What follows belongs to an exercise in optimizing a design on an open flow for small area, a short achievable clock period and few clock cycles per item; a production flow would make more cautious choices. Power is estimated from default activity; no workload was simulated.

==> inputs of try-sierra <==
==> flow/design.v <==
package wavp_pkg;
    localparam logic [3:0] ChunkLimitReset = 4'd10;
    localparam logic [2:0] StHeader      = 3'd0;
    localparam logic [2:0] StPayload     = 3'd1;
    localparam logic [2:0] StDone        = 3'd2;
    localparam logic [2:0] StBadRiff     = 3'd3;
    localparam logic [2:0] StBadWave     = 3'd4;
    localparam logic [2:0] StBadChannels = 3'd5;
    localparam logic [2:0] StNoData      = 3'd6;
    localparam logic [2:0] StTruncated   = 3'd7;
endpackage
import wavp_pkg::*;
module wav_header_chunk_parser (
    input  logic        clk,
    input  logic        rst_n,
    input  logic        in_valid,
    output logic        in_stall,
    input  logic [7:0]  byte_value,
    input  logic        end_of_file,
    input  logic        cfg_valid,
    output logic        cfg_ready,
    input  logic [3:0]  cfg_data,
    output logic        out_valid,
    input  logic        out_stall,
    output logic        payload_valid,
    output logic [7:0]  payload_byte,
    output logic        payload_last,
    output logic [15:0] audio_format,
    output logic [15:0] num_channels,
    output logic [31:0] sample_freq,
    output logic [15:0] bits_per_sample,
    output logic [31:0] payload_size,
    output logic [2:0]  status
);
    logic [5:0]  pos_q;              
    logic        first_q;            
    logic        ph_h, ph_w, ph_p;   
    logic [2:0]  st_q;               
    logic [15:0] fmt_q, ch_q, bits_q;
    logic [31:0] rate_q, psize_q;
    logic [31:0] cnt_q;              
    logic [2:0]  hc_q;               
    logic        skip_q;             
    logic        match_q;            
    logic [3:0]  chunks_q;
    logic [3:0]  limit_q;
    logic        ov_q, pv_q, pl_q;
    logic [7:0]  pb_q;
    logic [5:0]  pos_n;
    logic [2:0]  st_n;
    logic        phh_n, phw_n, php_n;
    logic [2:0]  hc_n;
    logic        skip_n, match_n;
    logic [3:0]  chunks_n;
    logic        pv_n, pl_n;
    logic        hold, acc, take, src_eof;
    logic        a_v, a_eof, b_v, b_eof;
    logic [7:0]  a_d, b_d;
    logic        live, chk;
    logic [7:0]  d;
    logic [31:0] size;
    logic [31:0] cnt_dec;
    logic [3:0]  cz_q;               
    logic [3:0]  cz_n, brw;
    logic [3:0]  chunks_dec;
    logic [7:0]  in_d;
    logic        in_eof;
    logic        a_z, a_hdr, a_dd, a_a, a_t;
    logic        hdr_eq, id_eq;
    logic [7:0]  tag_n, tag_q;
    logic        p3, p11, p23, w7;
    logic        p3_q, p11_q, p23_q;    
    logic        w7_q;                  
    logic        ch0_q, ch1_q;          
    logic        hdr_ok, id_ok;
    logic        cnt_one, size_zero;
    logic        cnt_one_q;
    logic        cnt_count, cnt_load, psize_load;
    assign hold      = ov_q & out_stall;
    assign in_stall  = b_v;
    assign take      = in_valid & ~b_v;
    assign acc       = a_v & ~hold;
    assign d         = a_d;
    assign in_d      = b_v ? b_d : byte_value;
    assign in_eof    = b_v ? b_eof : end_of_file;
    assign src_eof   = a_eof;
    assign cfg_ready = 1'b1;
    assign p3         = p3_q;
    assign p11        = p11_q;
    assign p23        = p23_q;
    assign w7         = w7_q && ph_w;
    assign live       = ph_h || ph_w || ph_p || (st_q == StDone);
    assign size       = {d, cnt_q[31:8]};
    assign brw = {cz_q[2] & cz_q[1] & cz_q[0], cz_q[1] & cz_q[0], cz_q[0], 1'b1};
    always_comb
    begin
        for (int k = 0; k < 4; k++)
        begin
            cnt_dec[8*k +: 8] = brw[k] ? cnt_q[8*k +: 8] - 8'd1 : cnt_q[8*k +: 8];
            cz_n[k]           = brw[k] ? (cnt_q[8*k +: 8] == 8'd1) : cz_q[k];
        end
    end
    assign chunks_dec = chunks_q - 1'b1;
    assign cnt_one    = cnt_one_q;
    assign size_zero  = a_z && (cz_q[3:1] == 3'b111);
    function automatic logic [7:0] hdr_tag(input logic [5:0] pos);
        case (pos[1:0])
            2'd0:    hdr_tag = pos[3] ? 8'h57 : 8'h52;
            2'd1:    hdr_tag = pos[3] ? 8'h41 : 8'h49;
            2'd2:    hdr_tag = pos[3] ? 8'h56 : 8'h46;
            default: hdr_tag = pos[3] ? 8'h45 : 8'h46;
        endcase
    endfunction
    always_comb
    begin
        hdr_eq = a_hdr;
        tag_n = hdr_tag(pos_n);
        tag_q = hdr_tag(pos_q);
        case (hc_q[1:0])
            2'd0:    id_eq = a_dd;
            2'd1:    id_eq = a_a;
            2'd2:    id_eq = a_t;
            default: id_eq = a_a;
        endcase
    end
    assign hdr_ok = hdr_eq && (pos_q[1:0] == 2'd0 || match_q);
    assign id_ok  = id_eq && (hc_q[1:0] == 2'd0 || match_q);
    assign cnt_count  = ph_p || (ph_w && skip_q);
    assign cnt_load   = cnt_count || (ph_w && hc_q[2]);
    assign psize_load = w7 && !ch0_q && match_q;
    always_comb
    begin
        phh_n    = ph_h;
        phw_n    = ph_w;
        php_n    = ph_p;
        st_n     = st_q;
        hc_n     = hc_q;
        skip_n   = skip_q;
        match_n  = match_q;
        chunks_n = chunks_q;
        pv_n     = 1'b0;
        pl_n     = 1'b0;
        chk = live && p23
              && !(a_z && (ch_q[7:0] == 8'd1 || ch_q[7:0] == 8'd2));
        if (chk)
        begin
            phh_n = 1'b0;
            phw_n = 1'b0;
            php_n = 1'b0;
            st_n  = StBadChannels;
        end
        else if (ph_h)
        begin
            st_n    = StHeader;
            match_n = hdr_ok;
            if (p3 && !hdr_ok)
            begin
                phh_n = 1'b0;
                st_n  = StBadRiff;
            end
            else if (p11)
            begin
                phh_n = 1'b0;
                if (!hdr_ok)
                    st_n = StBadWave;
                else
                begin
                    phw_n    = 1'b1;
                    hc_n     = 3'd0;
                    skip_n   = 1'b0;
                    chunks_n = limit_q;
                end
            end
        end
        else if (ph_w)
        begin
            st_n = StHeader;
            if (skip_q)
                skip_n = !cnt_one;
            else
            begin
                hc_n = hc_q + 1'b1;
                if (!hc_q[2])
                    match_n = id_ok;
                else if (w7)
                begin
                    if (ch0_q)
                    begin
                        phw_n = 1'b0;
                        st_n  = StNoData;
                    end
                    else if (match_q)
                    begin
                        phw_n = 1'b0;
                        php_n = !size_zero;
                        st_n  = size_zero ? StDone : StPayload;
                    end
                    else
                    begin
                        chunks_n = chunks_dec;
                        skip_n   = !size_zero;
                        if (ch1_q)
                        begin
                            phw_n = 1'b0;
                            st_n  = StNoData;
                        end
                    end
                end
            end
        end
        else if (ph_p)
        begin
            pv_n = 1'b1;
            st_n = StPayload;
            if (cnt_one)
            begin
                php_n = 1'b0;
                pl_n  = 1'b1;
                st_n  = StDone;
            end
        end
        if (src_eof)
        begin
            if (phh_n || php_n)
                st_n = StTruncated;
            else if (phw_n)
                st_n = StNoData;
            phh_n = 1'b1;
            phw_n = 1'b0;
            php_n = 1'b0;
        end
        if (src_eof)
            pos_n = 6'd0;
        else if (pos_q != 6'd36)
            pos_n = pos_q + 1'b1;
        else
            pos_n = pos_q;
    end
    always_ff @(posedge clk or negedge rst_n)
    begin
        if (!rst_n)
            limit_q <= ChunkLimitReset;
        else if (cfg_valid)
            limit_q <= cfg_data;
    end
    always_ff @(posedge clk or negedge rst_n)
    begin
        if (!rst_n)
        begin
            ov_q    <= 1'b0;
            a_v     <= 1'b0;
            b_v     <= 1'b0;
            pos_q   <= 6'd0;
            first_q <= 1'b1;
            p3_q    <= 1'b0;
            p11_q   <= 1'b0;
            p23_q   <= 1'b0;
            ph_h    <= 1'b1;
            ph_w    <= 1'b0;
            ph_p    <= 1'b0;
        end
        else
        begin
            ov_q <= acc | hold;
            a_v  <= acc ? (b_v | take) : (a_v | take);
            b_v  <= b_v ? !acc : (take && a_v && !acc);
            if (acc)
            begin
                p3_q    <= !src_eof && (pos_q == 6'd2);
                p11_q   <= !src_eof && (pos_q == 6'd10);
                p23_q   <= !src_eof && (pos_q == 6'd22);
                pos_q   <= pos_n;
                first_q <= src_eof;
                ph_h    <= phh_n;
                ph_w    <= phw_n;
                ph_p    <= php_n;
            end
        end
    end
    logic [7:0]  dcap;
    logic [9:0]  lane;
    logic [9:0]  lane_en;
    logic        psize_en, cnt_en;
    assign dcap = first_q ? 8'd0 : d;
    always_comb
    begin
        lane[0] = (pos_q == 6'd20);
        lane[1] = (pos_q == 6'd21);
        lane[2] = (pos_q == 6'd22);
        lane[3] = (pos_q == 6'd23);
        lane[4] = (pos_q == 6'd24);
        lane[5] = (pos_q == 6'd25);
        lane[6] = (pos_q == 6'd26);
        lane[7] = (pos_q == 6'd27);
        lane[8] = (pos_q == 6'd34);
        lane[9] = (pos_q == 6'd35);
        lane_en = acc ? (first_q ? 10'h3ff : (live ? lane : 10'd0)) : 10'd0;
    end
    always_ff @(posedge clk)
    begin
        if (lane_en[0]) fmt_q[7:0]    <= dcap;
        if (lane_en[1]) fmt_q[15:8]   <= dcap;
        if (lane_en[2]) ch_q[7:0]     <= dcap;
        if (lane_en[3]) ch_q[15:8]    <= dcap;
        if (lane_en[4]) rate_q[7:0]   <= dcap;
        if (lane_en[5]) rate_q[15:8]  <= dcap;
        if (lane_en[6]) rate_q[23:16] <= dcap;
        if (lane_en[7]) rate_q[31:24] <= dcap;
        if (lane_en[8]) bits_q[7:0]   <= dcap;
        if (lane_en[9]) bits_q[15:8]  <= dcap;
    end
    assign psize_en = acc && (first_q || psize_load);
    assign cnt_en   = acc && cnt_load;
    always_ff @(posedge clk)
    begin
        if (psize_en)
            psize_q <= first_q ? 32'd0 : size;
        if (cnt_en)
        begin
            cnt_q     <= cnt_count ? cnt_dec : size;
            cz_q      <= cnt_count ? cz_n : {a_z, cz_q[3:1]};
            cnt_one_q <= cnt_count ? (cz_q[3:1] == 3'b111 && cnt_q[7:0] == 8'd2)
                                   : (a_z && cz_q[3:2] == 2'b11 && cnt_q[15:8] == 8'd1);
        end
    end
    always_ff @(posedge clk)
    begin
        if (acc || !a_v)
        begin
            a_d   <= in_d;
            a_eof <= in_eof;
            a_z   <= (in_d == 8'h00);
            a_hdr <= acc ? (in_d == tag_n) : (in_d == tag_q);
            a_dd  <= (in_d == 8'h64);
            a_a   <= (in_d == 8'h61);
            a_t   <= (in_d == 8'h74);
        end
        if (!b_v)
        begin
            b_d   <= byte_value;
            b_eof <= end_of_file;
        end
    end
    always_ff @(posedge clk)
    begin
        if (acc)
        begin
            st_q     <= st_n;
            hc_q     <= hc_n;
            skip_q   <= skip_n;
            match_q  <= match_n;
            chunks_q <= chunks_n;
            ch0_q    <= (chunks_n == 4'd0);
            ch1_q    <= (chunks_n == 4'd1);
            w7_q     <= ph_w && !skip_q && (hc_q == 3'd6);
            pv_q     <= pv_n;
            pl_q     <= pl_n;
            pb_q     <= pv_n ? d : 8'd0;
        end
    end
    assign out_valid       = ov_q;
    assign payload_valid   = pv_q;
    assign payload_byte    = pb_q;
    assign payload_last    = pl_q;
    assign audio_format    = fmt_q;
    assign num_channels    = ch_q;
    assign sample_freq     = rate_q;
    assign bits_per_sample = bits_q;
    assign payload_size    = psize_q;
    assign status          = st_q;
endmodule
==> flow/flow/run.sh <==
#!/bin/bash
# Standard ORFS layout, except that the port buffers use a small buffer cell
# (buf_1) instead of the delay-buffer cell buffer_ports picks by default;
# repair_design / repair_timing still resize them where needed.
set -euo pipefail
export BUFFER_PORTS_ARGS="-buffer_cell sky130_fd_sc_hd__buf_1"
bash standard.sh > standard.log 2>&1
==> flow/standard.sh <==
#!/bin/bash
# synth_recipe.tcl (not shown) runs the flow's synth.tcl, then flattens the netlist and writes it again
# the make line also repeats each setting of config.mk as NAME=value (left out here)
make -C /OpenROAD-flow-scripts/flow DESIGN_CONFIG=/design/flow/config.mk WORK_HOME=/design/flow/orfs CLKGATE_MAP_FILE= SYNTH_SCRIPT=/design/flow/synth_recipe.tcl "${@:-finish}"
==> flow/config.mk <==
export PLATFORM = sky130hd
export DESIGN_NAME = wav_header_chunk_parser
export DESIGN_NICKNAME = wav_header_chunk_parser
export VERILOG_FILES = /design/flow/design.v
export SDC_FILE = /design/flow/constraint.sdc
export NUM_CORES = 4
export LEC_CHECK = 0
export CAP_MARGIN = 20
export CORE_MARGIN = 2
export CORE_UTILIZATION = 55
export CTS_CLUSTER_DIAMETER = 100
export CTS_CLUSTER_SIZE = 25
export SETUP_SLACK_MARGIN = 3.3
export SLEW_MARGIN = 20
==> flow/constraint.sdc <==
create_clock -name core_clock -period 5.5 [get_ports {clk}]
set_input_delay 1.1000 -clock core_clock [delete_from_list [all_inputs] [get_ports {clk}]]
set_output_delay 1.1000 -clock core_clock [all_outputs]
set_load 0.01 [all_outputs]
==> inputs of try-tundra, as changes to try-sierra <==
--- a/flow/design.v
+++ b/flow/design.v
@@ -62,10 +62,4 @@
     logic [31:0] cnt_dec;
-    logic [3:0]  cz_q;               
-    logic [3:0]  cz_n, brw;
     logic [3:0]  chunks_dec;
-    logic [7:0]  in_d;
-    logic        in_eof;
-    logic        a_z, a_hdr, a_dd, a_a, a_t;
-    logic        hdr_eq, id_eq;
-    logic [7:0]  tag_n, tag_q;
+    logic [7:0]  hdr_tag, id_tag;
     logic        p3, p11, p23, w7;
@@ -76,3 +70,3 @@
     logic        cnt_one, size_zero;
-    logic        cnt_one_q;
+    logic        cnt_one_q, hz_q;
     logic        cnt_count, cnt_load, psize_load;
@@ -83,4 +77,2 @@
     assign d         = a_d;
-    assign in_d      = b_v ? b_d : byte_value;
-    assign in_eof    = b_v ? b_eof : end_of_file;
     assign src_eof   = a_eof;
@@ -93,36 +85,23 @@
     assign size       = {d, cnt_q[31:8]};
-    assign brw = {cz_q[2] & cz_q[1] & cz_q[0], cz_q[1] & cz_q[0], cz_q[0], 1'b1};
-    always_comb
-    begin
-        for (int k = 0; k < 4; k++)
-        begin
-            cnt_dec[8*k +: 8] = brw[k] ? cnt_q[8*k +: 8] - 8'd1 : cnt_q[8*k +: 8];
-            cz_n[k]           = brw[k] ? (cnt_q[8*k +: 8] == 8'd1) : cz_q[k];
-        end
-    end
+    assign cnt_dec    = cnt_q - 1'b1;
     assign chunks_dec = chunks_q - 1'b1;
     assign cnt_one    = cnt_one_q;
-    assign size_zero  = a_z && (cz_q[3:1] == 3'b111);
-    function automatic logic [7:0] hdr_tag(input logic [5:0] pos);
-        case (pos[1:0])
-            2'd0:    hdr_tag = pos[3] ? 8'h57 : 8'h52;
-            2'd1:    hdr_tag = pos[3] ? 8'h41 : 8'h49;
-            2'd2:    hdr_tag = pos[3] ? 8'h56 : 8'h46;
-            default: hdr_tag = pos[3] ? 8'h45 : 8'h46;
-        endcase
-    endfunction
+    assign size_zero  = (d == 8'd0) && hz_q;
     always_comb
     begin
-        hdr_eq = a_hdr;
-        tag_n = hdr_tag(pos_n);
-        tag_q = hdr_tag(pos_q);
+        case (pos_q[1:0])
+            2'd0:    hdr_tag = pos_q[3] ? 8'h57 : 8'h52;
+            2'd1:    hdr_tag = pos_q[3] ? 8'h41 : 8'h49;
+            2'd2:    hdr_tag = pos_q[3] ? 8'h56 : 8'h46;
+            default: hdr_tag = pos_q[3] ? 8'h45 : 8'h46;
+        endcase
         case (hc_q[1:0])
-            2'd0:    id_eq = a_dd;
-            2'd1:    id_eq = a_a;
-            2'd2:    id_eq = a_t;
-            default: id_eq = a_a;
+            2'd0:    id_tag = 8'h64;
+            2'd1:    id_tag = 8'h61;
+            2'd2:    id_tag = 8'h74;
+            default: id_tag = 8'h61;
         endcase
     end
-    assign hdr_ok = hdr_eq && (pos_q[1:0] == 2'd0 || match_q);
-    assign id_ok  = id_eq && (hc_q[1:0] == 2'd0 || match_q);
+    assign hdr_ok = (d == hdr_tag) && (pos_q[1:0] == 2'd0 || match_q);
+    assign id_ok  = (d == id_tag) && (hc_q[1:0] == 2'd0 || match_q);
     assign cnt_count  = ph_p || (ph_w && skip_q);
@@ -143,3 +122,3 @@
         chk = live && p23
-              && !(a_z && (ch_q[7:0] == 8'd1 || ch_q[7:0] == 8'd2));
+              && !(d == 8'd0 && (ch_q[7:0] == 8'd1 || ch_q[7:0] == 8'd2));
         if (chk)
@@ -320,5 +299,5 @@
             cnt_q     <= cnt_count ? cnt_dec : size;
-            cz_q      <= cnt_count ? cz_n : {a_z, cz_q[3:1]};
-            cnt_one_q <= cnt_count ? (cz_q[3:1] == 3'b111 && cnt_q[7:0] == 8'd2)
-                                   : (a_z && cz_q[3:2] == 2'b11 && cnt_q[15:8] == 8'd1);
+            cnt_one_q <= cnt_count ? (cnt_q == 32'd2)
+                                   : (d == 8'd0 && cnt_q[31:16] == 16'd0 && cnt_q[15:8] == 8'd1);
+            hz_q      <= (d == 8'd0 && cnt_q[31:16] == 16'd0);
         end
@@ -329,9 +308,4 @@
         begin
-            a_d   <= in_d;
-            a_eof <= in_eof;
-            a_z   <= (in_d == 8'h00);
-            a_hdr <= acc ? (in_d == tag_n) : (in_d == tag_q);
-            a_dd  <= (in_d == 8'h64);
-            a_a   <= (in_d == 8'h61);
-            a_t   <= (in_d == 8'h74);
+            a_d   <= b_v ? b_d : byte_value;
+            a_eof <= b_v ? b_eof : end_of_file;
         end
Settings changed: CTS_CLUSTER_DIAMETER 100 to unset, CTS_CLUSTER_SIZE 25 to unset.
==> inputs of try-raven, as changes to try-sierra <==
--- a/flow/design.v
+++ b/flow/design.v
@@ -62,17 +62,8 @@
     logic [31:0] cnt_dec;
-    logic [3:0]  cz_q;               
-    logic [3:0]  cz_n, brw;
     logic [3:0]  chunks_dec;
-    logic [7:0]  in_d;
-    logic        in_eof;
-    logic        a_z, a_hdr, a_dd, a_a, a_t;
-    logic        hdr_eq, id_eq;
-    logic [7:0]  tag_n, tag_q;
-    logic        p3, p11, p23, w7;
-    logic        p3_q, p11_q, p23_q;    
-    logic        w7_q;                  
-    logic        ch0_q, ch1_q;          
+    logic [7:0]  hdr_tag, id_tag;
+    logic        p3, p11, p23;
     logic        hdr_ok, id_ok;
     logic        cnt_one, size_zero;
-    logic        cnt_one_q;
+    logic        cnt_one_q, hz_q;
     logic        cnt_count, cnt_load, psize_load;
@@ -83,49 +74,33 @@
     assign d         = a_d;
-    assign in_d      = b_v ? b_d : byte_value;
-    assign in_eof    = b_v ? b_eof : end_of_file;
     assign src_eof   = a_eof;
     assign cfg_ready = 1'b1;
-    assign p3         = p3_q;
-    assign p11        = p11_q;
-    assign p23        = p23_q;
-    assign w7         = w7_q && ph_w;
+    assign p3         = (pos_q == 6'd3);
+    assign p11        = (pos_q == 6'd11);
+    assign p23        = (pos_q == 6'd23);
     assign live       = ph_h || ph_w || ph_p || (st_q == StDone);
     assign size       = {d, cnt_q[31:8]};
-    assign brw = {cz_q[2] & cz_q[1] & cz_q[0], cz_q[1] & cz_q[0], cz_q[0], 1'b1};
-    always_comb
-    begin
-        for (int k = 0; k < 4; k++)
-        begin
-            cnt_dec[8*k +: 8] = brw[k] ? cnt_q[8*k +: 8] - 8'd1 : cnt_q[8*k +: 8];
-            cz_n[k]           = brw[k] ? (cnt_q[8*k +: 8] == 8'd1) : cz_q[k];
-        end
-    end
+    assign cnt_dec    = cnt_q - 1'b1;
     assign chunks_dec = chunks_q - 1'b1;
     assign cnt_one    = cnt_one_q;
-    assign size_zero  = a_z && (cz_q[3:1] == 3'b111);
-    function automatic logic [7:0] hdr_tag(input logic [5:0] pos);
-        case (pos[1:0])
-            2'd0:    hdr_tag = pos[3] ? 8'h57 : 8'h52;
-            2'd1:    hdr_tag = pos[3] ? 8'h41 : 8'h49;
-            2'd2:    hdr_tag = pos[3] ? 8'h56 : 8'h46;
-            default: hdr_tag = pos[3] ? 8'h45 : 8'h46;
-        endcase
-    endfunction
+    assign size_zero  = (d == 8'd0) && hz_q;
     always_comb
     begin
-        hdr_eq = a_hdr;
-        tag_n = hdr_tag(pos_n);
-        tag_q = hdr_tag(pos_q);
+        case (pos_q[1:0])
+            2'd0:    hdr_tag = pos_q[3] ? 8'h57 : 8'h52;
+            2'd1:    hdr_tag = pos_q[3] ? 8'h41 : 8'h49;
+            2'd2:    hdr_tag = pos_q[3] ? 8'h56 : 8'h46;
+            default: hdr_tag = pos_q[3] ? 8'h45 : 8'h46;
+        endcase
         case (hc_q[1:0])
-            2'd0:    id_eq = a_dd;
-            2'd1:    id_eq = a_a;
-            2'd2:    id_eq = a_t;
-            default: id_eq = a_a;
+            2'd0:    id_tag = 8'h64;
+            2'd1:    id_tag = 8'h61;
+            2'd2:    id_tag = 8'h74;
+            default: id_tag = 8'h61;
         endcase
     end
-    assign hdr_ok = hdr_eq && (pos_q[1:0] == 2'd0 || match_q);
-    assign id_ok  = id_eq && (hc_q[1:0] == 2'd0 || match_q);
+    assign hdr_ok = (d == hdr_tag) && (pos_q[1:0] == 2'd0 || match_q);
+    assign id_ok  = (d == id_tag) && (hc_q[1:0] == 2'd0 || match_q);
     assign cnt_count  = ph_p || (ph_w && skip_q);
     assign cnt_load   = cnt_count || (ph_w && hc_q[2]);
-    assign psize_load = w7 && !ch0_q && match_q;
+    assign psize_load = ph_w && !skip_q && (hc_q == 3'd7) && (chunks_q != 4'd0) && match_q;
     always_comb
@@ -143,3 +118,3 @@
         chk = live && p23
-              && !(a_z && (ch_q[7:0] == 8'd1 || ch_q[7:0] == 8'd2));
+              && !(d == 8'd0 && (ch_q[7:0] == 8'd1 || ch_q[7:0] == 8'd2));
         if (chk)
@@ -184,5 +159,5 @@
                     match_n = id_ok;
-                else if (w7)
+                else if (hc_q == 3'd7)
                 begin
-                    if (ch0_q)
+                    if (chunks_q == 4'd0)
                     begin
@@ -201,3 +176,3 @@
                         skip_n   = !size_zero;
-                        if (ch1_q)
+                        if (chunks_dec == 4'd0)
                         begin
@@ -254,5 +229,2 @@
             first_q <= 1'b1;
-            p3_q    <= 1'b0;
-            p11_q   <= 1'b0;
-            p23_q   <= 1'b0;
             ph_h    <= 1'b1;
@@ -268,5 +240,2 @@
             begin
-                p3_q    <= !src_eof && (pos_q == 6'd2);
-                p11_q   <= !src_eof && (pos_q == 6'd10);
-                p23_q   <= !src_eof && (pos_q == 6'd22);
                 pos_q   <= pos_n;
@@ -320,5 +289,5 @@
             cnt_q     <= cnt_count ? cnt_dec : size;
-            cz_q      <= cnt_count ? cz_n : {a_z, cz_q[3:1]};
-            cnt_one_q <= cnt_count ? (cz_q[3:1] == 3'b111 && cnt_q[7:0] == 8'd2)
-                                   : (a_z && cz_q[3:2] == 2'b11 && cnt_q[15:8] == 8'd1);
+            cnt_one_q <= cnt_count ? (cnt_q == 32'd2)
+                                   : (d == 8'd0 && cnt_q[31:16] == 16'd0 && cnt_q[15:8] == 8'd1);
+            hz_q      <= (d == 8'd0 && cnt_q[31:16] == 16'd0);
         end
@@ -329,9 +298,4 @@
         begin
-            a_d   <= in_d;
-            a_eof <= in_eof;
-            a_z   <= (in_d == 8'h00);
-            a_hdr <= acc ? (in_d == tag_n) : (in_d == tag_q);
-            a_dd  <= (in_d == 8'h64);
-            a_a   <= (in_d == 8'h61);
-            a_t   <= (in_d == 8'h74);
+            a_d   <= b_v ? b_d : byte_value;
+            a_eof <= b_v ? b_eof : end_of_file;
         end
@@ -352,5 +316,2 @@
             chunks_q <= chunks_n;
-            ch0_q    <= (chunks_n == 4'd0);
-            ch1_q    <= (chunks_n == 4'd1);
-            w7_q     <= ph_w && !skip_q && (hc_q == 3'd6);
             pv_q     <= pv_n;
Settings changed: ABC_CLOCK_PERIOD_IN_PS set to 2000, CTS_CLUSTER_DIAMETER 100 to unset, CTS_CLUSTER_SIZE 25 to unset.
==> results.txt <==
metric                                                             try-sierra     try-tundra      try-raven
Status                                               timing/DRC/antenna clean  timing/DRC/antenna clean  timing/DRC/antenna clean
First-pass GRT wire length                                      34490 microns  33560 microns  32020 microns
Power density of the placed cells                               516.0 nW/um^2  500.4 nW/um^2  494.9 nW/um^2
Max VDD drop                                                        0.2922 mV      0.3718 mV      0.4489 mV
Yosys reg bits                                                            217            209            203
Met1 track utilization from global routing                             34.11%         32.56%         34.27%
Max Fclk                                                            420.7 MHz      373.8 MHz      389.2 MHz
Multi-input gates                                                         470            443            424
Total combinational power                                             2080 uW        1680 uW        1590 uW
Number of standard cells in the final layout excluding fillers           1161           1140           1110
Post-route standard cell area excluding fillers                   11440 sq um    11590 sq um    11410 sq um
Number of DRC violations after detailed-routing iteration 0               542            573            476
Switching fraction of total power                                      36.57%         33.68%         33.86%
Count of plain and timing-repair buffers                                  196            210            210
Cell with the largest stage delay on the worst path                     or3_1         or4b_4          or4_1
Reg area                                                           6347 sq um     6102 sq um     5939 sq um
Grt met3 use                                                           3.330%         3.306%         4.194%
Required time at the endpoint of the critical path                    5.80 ns        5.85 ns        5.73 ns
Final critical-path required period                                  2.377 ns       2.676 ns       2.570 ns
Footprint of the multi-input gates                                 3263 sq um     3293 sq um     3321 sq um
Distinct cells, synth                                                      71             63             68
Flip-flop and latch power                                             2870 uW        2630 uW        2650 uW
No run of this note included a check of the RTL's function; only the layout flow was run.

-- static timing again, ports no longer ideal --
Ports are ideal in the flow. The routed layouts listed here were re-timed in OpenROAD. Step 1: set_driving_cell puts a clkbuf_16 on clk and a buf_2 on each other input, an assumption about the parent block. Step 2 times the ports against the registers' clock, not the clock port: input delays grow and output delays shrink by t, the midpoint of the rising clock arrivals with the driver on. Slacks: ideal ports / drivers / drivers and shift; pairs: ideal ports / drivers.
| run | shift t [ns] | setup slack, ns | worst setup path at the end | slew at the worst register clock pin (ns) |
|---|---|---|---|---|
| try-sierra | 0.516 | 3.123 / 3.138 / 2.622 | input to register | 0.10 / 0.10 |
| try-tundra | 0.526 | 2.824 / 2.824 / 2.822 | input to register | 0.06 / 0.06 |
| try-raven | 0.528 | 2.930 / 2.930 / 2.825 | input to register | 0.07 / 0.07 |
After both steps every run listed still meets setup and hold. The setup slack of try-sierra, which loses most, moves by +0.015 ns with the drivers and by -0.501 ns with both steps.
